This is an optimization exercise on Yosys and OpenROAD, whose aim is small area, not a production implementation. Function was checked by simulation only, so behaviour that the tests miss may differ from the original. Power is estimated from default activity; no workload was simulated.

==> run C <==
==> flow/design.v <==
package bus_checker_pkg;
   localparam int ID_W = 8;
   typedef enum logic [1:0] {
      RES_PASS     = 2'd0,
      RES_NO_MATCH = 2'd1,
      RES_MISROUTE = 2'd2,
      RES_BAD_ID   = 2'd3
   } res_code_e;
endpackage
module bus_checker_sb #(
   parameter int DEPTH = 16,
   parameter int KW    = 10,
   parameter int SW    = 2,
   parameter int TS_W  = 16,
   localparam int CW = $clog2(DEPTH + 1)
) (
   input  logic            clk_i,
   input  logic            rst_ni,
   input  logic            push_i,
   input  logic [SW-1:0]   push_src_i,
   input  logic [KW-1:0]   push_key_i,
   input  logic [TS_W-1:0] push_ts_i,
   input  logic            srch_i,
   input  logic            srch_ok_i,    
   input  logic [KW-1:0]   srch_key_i,
   input  logic            dst_ok_i,
   output logic            found_o,
   output logic            remove_o,
   output logic [SW-1:0]   hit_src_o,
   output logic [TS_W-1:0] hit_ts_o,
   output logic [CW-1:0]   count_o
);
   logic [DEPTH-1:0][KW-1:0]   key_q;
   logic [DEPTH-1:0][SW-1:0]   src_q;
   logic [DEPTH-1:0][TS_W-1:0] ts_q;
   logic [DEPTH-1:0]           valid_q;
   logic [CW-1:0]              count_q;
   logic [DEPTH-1:0] match, match_pre, hole_pre, first, shift;
   logic             remove;
   always_comb begin
      for (int i = 0; i < DEPTH; i++)
         match[i] = valid_q[i] && (key_q[i] == srch_key_i);
      match_pre[0] = match[0];
      hole_pre[0]  = !valid_q[0];
      first[0]     = match[0];
      for (int i = 1; i < DEPTH; i++) begin
         match_pre[i] = match_pre[i-1] | match[i];
         hole_pre[i]  = hole_pre[i-1] | !valid_q[i];
         first[i]     = match[i] & !match_pre[i-1];
      end
   end
   assign found_o  = srch_ok_i && match_pre[DEPTH-1];
   assign remove   = srch_i && found_o && dst_ok_i;
   assign remove_o = remove;
   assign count_o  = count_q;
   assign shift = remove ? match_pre : hole_pre;
   always_comb begin
      hit_src_o = '0;
      hit_ts_o  = '0;
      for (int i = 0; i < DEPTH; i++) begin
         hit_src_o = hit_src_o | (src_q[i] & {SW{first[i]}});
         hit_ts_o  = hit_ts_o  | (ts_q[i]  & {TS_W{first[i]}});
      end
   end
   always_ff @(posedge clk_i or negedge rst_ni) begin
      if (!rst_ni) begin
         valid_q <= '0;
         count_q <= '0;
      end else begin
         for (int i = 0; i < DEPTH - 1; i++)
            if (shift[i]) valid_q[i] <= valid_q[i+1];
         if (shift[DEPTH-1]) valid_q[DEPTH-1] <= push_i;
         count_q <= count_q + CW'(push_i) - CW'(remove);
      end
   end
   always_ff @(posedge clk_i) begin
      for (int i = 0; i < DEPTH - 1; i++)
         if (shift[i]) begin
            key_q[i] <= key_q[i+1];
            src_q[i] <= src_q[i+1];
            ts_q[i]  <= ts_q[i+1];
         end
      if (shift[DEPTH-1]) begin
         key_q[DEPTH-1] <= push_key_i;
         src_q[DEPTH-1] <= push_src_i;
         ts_q[DEPTH-1]  <= push_ts_i;
      end
   end
endmodule
module bus_checker
#(
   parameter int DRVRS   = 4,
   parameter int PCKG_SZ = 16,
   parameter int DEPTH   = 16,
   parameter int TS_W    = 16,
   localparam int SW = $clog2(DRVRS),
   localparam int IW = $clog2(DEPTH),
   localparam int CW = $clog2(DEPTH + 1)
) (
   input  logic               clk,
   input  logic               rst_n,
   input  logic               drv_valid,
   output logic               drv_ready,
   input  logic [SW-1:0]      drv_src,
   input  logic [PCKG_SZ-1:0] drv_data,
   input  logic               mon_valid,
   input  logic [SW-1:0]      mon_dst,
   input  logic [PCKG_SZ-1:0] mon_data,
   output logic               res_valid,
   output logic [1:0]         res_code,
   output logic [SW-1:0]      res_src,
   output logic [PCKG_SZ-1:0] res_data,
   output logic [TS_W-1:0]    res_latency,
   output logic [CW-1:0]      pending,
   output logic [15:0]        pass_cnt,
   output logic [15:0]        fail_cnt
);
   localparam int ID_W = bus_checker_pkg::ID_W;
   localparam int KW   = PCKG_SZ - ID_W + SW;
   logic [TS_W-1:0]    now_q;
   logic               accept, bad_id, push;
   logic               sb_found, sb_remove, dst_ok;
   logic [SW-1:0]      sb_src;
   logic [TS_W-1:0]    sb_ts;
   logic               res_valid_q;
   logic [1:0]         res_code_q, res_code_d;
   logic [SW-1:0]      res_src_q;
   logic [PCKG_SZ-1:0] res_data_q;
   logic [TS_W-1:0]    res_lat_q;
   logic [15:0]        pass_q, fail_q, fail_d;
   logic               mon_fail;
   logic [16:0]        fail_sum;
   assign drv_ready = !pending[CW-1];
   assign accept    = drv_valid && drv_ready;
   assign bad_id    = accept && (drv_data[PCKG_SZ-1 -: ID_W-SW] != '0);
   assign push      = accept && !bad_id;
   assign dst_ok    = mon_data[PCKG_SZ-ID_W +: SW] == mon_dst;
   bus_checker_sb #(
      .DEPTH (DEPTH),
      .KW    (KW),
      .SW    (SW),
      .TS_W  (TS_W)
   ) u_sb (
      .clk_i      (clk),
      .rst_ni     (rst_n),
      .push_i     (push),
      .push_src_i (drv_src),
      .push_key_i (drv_data[KW-1:0]),
      .push_ts_i  (now_q),
      .srch_i     (mon_valid),
      .srch_ok_i  (mon_data[PCKG_SZ-1 -: ID_W-SW] == '0),
      .srch_key_i (mon_data[KW-1:0]),
      .dst_ok_i   (dst_ok),
      .found_o    (sb_found),
      .remove_o   (sb_remove),
      .hit_src_o  (sb_src),
      .hit_ts_o   (sb_ts),
      .count_o    (pending)
   );
   always_comb begin
      if (!mon_valid)     res_code_d = bus_checker_pkg::RES_BAD_ID;
      else if (sb_remove) res_code_d = bus_checker_pkg::RES_PASS;
      else if (sb_found)  res_code_d = bus_checker_pkg::RES_MISROUTE;
      else                res_code_d = bus_checker_pkg::RES_NO_MATCH;
   end
   assign mon_fail = mon_valid && !sb_remove;
   assign fail_sum = {1'b0, fail_q} + 17'(mon_fail) + 17'(bad_id);
   assign fail_d   = fail_sum[16] ? 16'hFFFF : fail_sum[15:0];
   always_ff @(posedge clk or negedge rst_n) begin
      if (!rst_n) begin
         now_q       <= '0;
         res_valid_q <= 1'b0;
         pass_q      <= '0;
         fail_q      <= '0;
      end else begin
         now_q       <= now_q + TS_W'(1);
         res_valid_q <= mon_valid || bad_id;
         if (sb_remove && pass_q != 16'hFFFF) pass_q <= pass_q + 16'd1;
         fail_q      <= fail_d;
      end
   end
   always_ff @(posedge clk) begin
      res_code_q <= res_code_d;
      res_src_q  <= sb_remove ? sb_src : '0;
      res_data_q <= mon_valid ? mon_data : drv_data;
      res_lat_q  <= sb_remove ? now_q - sb_ts : '0;
   end
   assign res_valid   = res_valid_q;
   assign res_code    = res_code_q;
   assign res_src     = res_src_q;
   assign res_data    = res_data_q;
   assign res_latency = res_lat_q;
   assign pass_cnt    = pass_q;
   assign fail_cnt    = fail_q;
endmodule
==> flow/run.sh <==
#!/bin/bash
# synth_recipe.tcl (not shown) runs the flow's synth.tcl, then flattens the netlist and writes it again
# the make line also repeats each setting of config.mk as NAME=value (left out here)
make -C /OpenROAD-flow-scripts/flow DESIGN_CONFIG=/design/flow/config.mk WORK_HOME=/design/flow/orfs CLKGATE_MAP_FILE= SYNTH_SCRIPT=/design/flow/synth_recipe.tcl finish
==> flow/config.mk <==
export PLATFORM = sky130hd
export DESIGN_NAME = bus_checker
export DESIGN_NICKNAME = bus_checker
export VERILOG_FILES = /design/flow/design.v
export SDC_FILE = /design/flow/constraint.sdc
export NUM_CORES = 4
export LEC_CHECK = 0
export CAP_MARGIN = 20
export CORE_MARGIN = 2
export CORE_UTILIZATION = 40
export CTS_BUF_LIST = sky130_fd_sc_hd__clkbuf_16
export CTS_CLUSTER_DIAMETER = 60
export CTS_CLUSTER_SIZE = 20
export SLEW_MARGIN = 20
==> flow/constraint.sdc <==
create_clock -name core_clock -period 10.0 [get_ports {clk}]
set_input_delay 2.0000 -clock core_clock [delete_from_list [all_inputs] [get_ports {clk}]]
set_output_delay 2.0000 -clock core_clock [all_outputs]
set_load 0.01 [all_outputs]
==> inputs of run B, as changes to run C <==
==> flow/flow/run.sh (new file) <==
#!/bin/bash
# Standard layout with two changes: plain buf_1 port buffers (the resizer still
# upsizes them where needed) and no CTS dummy loads.
set -euo pipefail
bash standard.sh \
  "BUFFER_PORTS_ARGS=-buffer_cell sky130_fd_sc_hd__buf_1" \
  "CTS_ARGS=-sink_clustering_enable -repair_clock_nets -dont_use_dummy_load" \
  finish > standard_flow.log 2>&1
==> flow/standard.sh (new file) <==
#!/bin/bash
# synth_recipe.tcl (not shown) runs the flow's synth.tcl, then flattens the netlist and writes it again
# the make line also repeats each setting of config.mk as NAME=value (left out here)
make -C /OpenROAD-flow-scripts/flow DESIGN_CONFIG=/design/flow/config.mk WORK_HOME=/design/flow/orfs CLKGATE_MAP_FILE= SYNTH_SCRIPT=/design/flow/synth_recipe.tcl "${@:-finish}"
- CTS_BUF_LIST: sky130_fd_sc_hd__clkbuf_16 -> unset
- CTS_CLUSTER_DIAMETER: 60 -> unset
- CTS_CLUSTER_SIZE: 20 -> unset
removed: flow/run.sh
==> run notes <==
Against run C, the worst setup slack of run B is better by 0.18 ns.
Against run B, the routed wire length of run C is higher by about 1.3%.
In run B the global-route usage is lower than in run C, by 0.46 points.
In clock power, run C and run B hardly differ.
In flip-flop and latch count, run B and run C do not differ.
First-iteration DRC count: run C is higher than run B (about 12%).
Run C finished with timing, DRC and antenna clean. Run B finished with timing, DRC and antenna clean.

re-timing with driven ports:
How much do the figures lean on ideal ports? The routed layouts below were timed once more, with nothing changed but the port constraints.
Step 1 assumes that a clkbuf_16 drives the clock port and a buf_2 every other input.
Step 2 moves the port delays by t, midway between the first and last clock arrival at a register: inputs arrive t later, outputs are due t later. That takes back most of the time a late clock gives input paths.
a / b / c = ideal / step 1 / step 2; a / b = the first two.
| run | shift t [ns] | slack for setup (ns) | worst hold slack (ns) | worst setup path at the end | clock arrival spread, ns |
|---|---|---|---|---|---|
| run C | 0.629 | 2.106 / 2.135 / 1.507 | 0.442 / 0.442 / 0.442 | input to register | 0.039 / 0.039 |
| run B | 0.637 | 2.285 / 2.313 / 1.676 | 0.436 / 0.436 / 0.436 | input to register | 0.024 / 0.024 |
After both steps setup and hold are still met in every run listed. For run B, which loses most, drivers alone change the setup slack by +0.028 ns; drivers and shift together by -0.609 ns.
